This is an optimization exercise on Yosys and OpenROAD, whose aim is a short achievable clock period and few clock cycles, not a production implementation. Only simulation tests tie the RTL to the original design; equivalence was not proved. No activity file was given, so power comes from the tool's default toggle rates.

==> run X <==
// blocking_cache
module blocking_cache (
  input  logic                      clk,
  input  logic                      reset,
  input  logic                      req_valid,
  output logic                      req_ready,
  input  cache_pkg::req_type_e      req_type,
  input  logic [32-1:0]  req_addr,
  input  logic [32-1:0]  req_data,
  output logic                      resp_valid,
  input  logic                      resp_ready,
  output logic [32-1:0]  resp_data,
  output logic                      mem_req_valid,
  input  logic                      mem_req_ready,
  output cache_pkg::req_type_e      mem_req_type,
  output logic [32-1:0]  mem_req_addr,
  output logic [32-1:0]  mem_req_data,
  input  logic                      mem_resp_valid,
  output logic                      mem_resp_ready,
  input  logic [32-1:0]  mem_resp_data
);
Settings: LEC_CHECK=0, ABC_CLOCK_PERIOD_IN_PS=2000, CAP_MARGIN=20, CORE_MARGIN=2, CORE_UTILIZATION=55, CTS_CLUSTER_DIAMETER=60, CTS_CLUSTER_SIZE=20, GPL_TIMING_DRIVEN=1, SETUP_SLACK_MARGIN=3.7, SLEW_MARGIN=20, TNS_END_PERCENT=100; clock period 6.0 ns.
standard.sh (not shown) runs the stock make flow with config.mk's settings and CLKGATE_MAP_FILE= SYNTH_SCRIPT=/design/flow/synth_recipe.tcl, a recipe that flattens the netlist after the stock synthesis.
==> flow/flow/run.sh <==
#!/bin/bash
# Standard ORFS layout (the standard.sh, unchanged synthesis), with two tool
# settings changed: ports are buffered with buf_6 cells instead of the library's
# weakest buffer, and the resizer may change a cell's footprint when sizing.
set -euo pipefail
bash standard.sh MATCH_CELL_FOOTPRINT=0 "BUFFER_PORTS_ARGS=-buffer_cell sky130_fd_sc_hd__buf_6" finish > standard.log 2>&1
==> run R: changes against run X <==
--- a/flow/design.v
+++ b/flow/design.v
@@ -303,13 +303,13 @@
   logic [AW-1:0]            f_a [2];
   logic [DW-1:0]            f_d [2];
   logic                     push;
   logic                     fire;
   logic                     ready_q;
   assign req_ready = ready_q;
-  assign push      = req_valid && ready_q;
+  assign push      = req_valid && !f_v[1];
   assign fire      = f_v[0] && !stall;
   always_ff @(posedge clk) begin
     if (reset) begin
       f_v     <= '0;
       ready_q <= 1'b1;
     end else begin
@@ -507,24 +507,29 @@
   end
   assign p_fire = fire;
   always_ff @(posedge clk) begin
     if (reset) r_push <= 1'b0;
     else       r_push <= fire;
   end
+  logic [DW-1:0] r_d [2];
+  logic [1:0]    r_src;        
+  assign r_data = r_src[1] ? bc_data : (r_src[0] ? r_d[1] : r_d[0]);
   always_ff @(posedge clk) begin
     if (fire) begin
+      r_d[0] <= s_data[0];
+      r_d[1] <= s_data[1];
+      r_src  <= {1'b0, way};
       r_rdy  <= 1'b1;
-      r_data <= u_data;
       r_rid  <= u_pid;
       if (is_read) begin
         if (!hit) begin
           r_rdy <= 1'b0;
           r_rid <= rid_next;
         end else if (u_pend) begin
-          r_rdy  <= bc_valid && u_pid == bc_rid;
-          r_data <= bc_data;
+          r_rdy <= bc_valid && u_pid == bc_rid;
+          r_src <= 2'd2;
         end
       end
     end
   end
 endmodule
 `default_nettype wire
--- a/flow/config.mk
+++ b/flow/config.mk
@@ -6,12 +6,12 @@
 export NUM_CORES = 4
 export LEC_CHECK = 0
 export ABC_CLOCK_PERIOD_IN_PS = 2000
 export CAP_MARGIN = 20
 export CORE_MARGIN = 2
 export CORE_UTILIZATION = 55
-export CTS_CLUSTER_DIAMETER = 60
-export CTS_CLUSTER_SIZE = 20
+export CTS_CLUSTER_DIAMETER = 80
+export CTS_CLUSTER_SIZE = 25
 export GPL_TIMING_DRIVEN = 1
 export SETUP_SLACK_MARGIN = 3.7
 export SLEW_MARGIN = 20
 export TNS_END_PERCENT = 100
==> run notes <==
Run X finished with timing, DRC and antenna clean. Run R finished with timing, DRC and antenna clean.
Sequential cell count: run R is higher than run X (34).
Of run X and run R, run R has the higher cell count (gap 6.0%, measured against run R).
In run X the clock skew is higher than in run R, by 0.0066 ns.
Between run X and run R, the lower synthesized area is in run X (gap 0.50%, measured against run R).
In run X the worst hold slack is worse than in run R, by 0.0014 ns.
Of run X and run R, run R has the higher die area (gap about 0.5%, measured against run R).
Against run X, the synthesized cell count of run R is larger by about 10%.
In sequential power, run R and run X hardly differ.
Of run X and run R, run R has the higher global-route usage (gap 1.0 points).
Against run X, the combinational power of run R is higher by about 20%.
Testbench counts of run X, summed over its fixed seeds: cycles 24,798.
Testbench counts of run R, summed over its fixed seeds: cycles 24,798.

## afterwards: timing with drivers on the ports
In the flow no input, the clock included, has a driving cell. The finished layouts below were timed again as built, in two steps.
Step 1: set_driving_cell puts a clkbuf_16 on clk and a buf_2 on each other input, an assumption about the parent block.
Step 2 moves the port delays by t, midway between the first and last clock arrival at a register: inputs arrive t later, outputs are due t later. That takes back most of the time a late clock gives input paths.
a / b / c = no drivers / after step 1 / after step 2; a / b = the first two.
run	shift t [ns]	setup WS [ns]	worst setup path at the end	worst register clock-pin slew, ns
run X	0.947	3.288 / 3.288 / 2.415	input to register	0.09 / 0.09
run R	0.922	3.448 / 3.356 / 2.620	input to register	0.11 / 0.11
After both steps every run listed still meets setup and hold. For run X, which loses most, drivers alone change the setup slack by 0.000 ns; drivers and shift together by -0.873 ns.
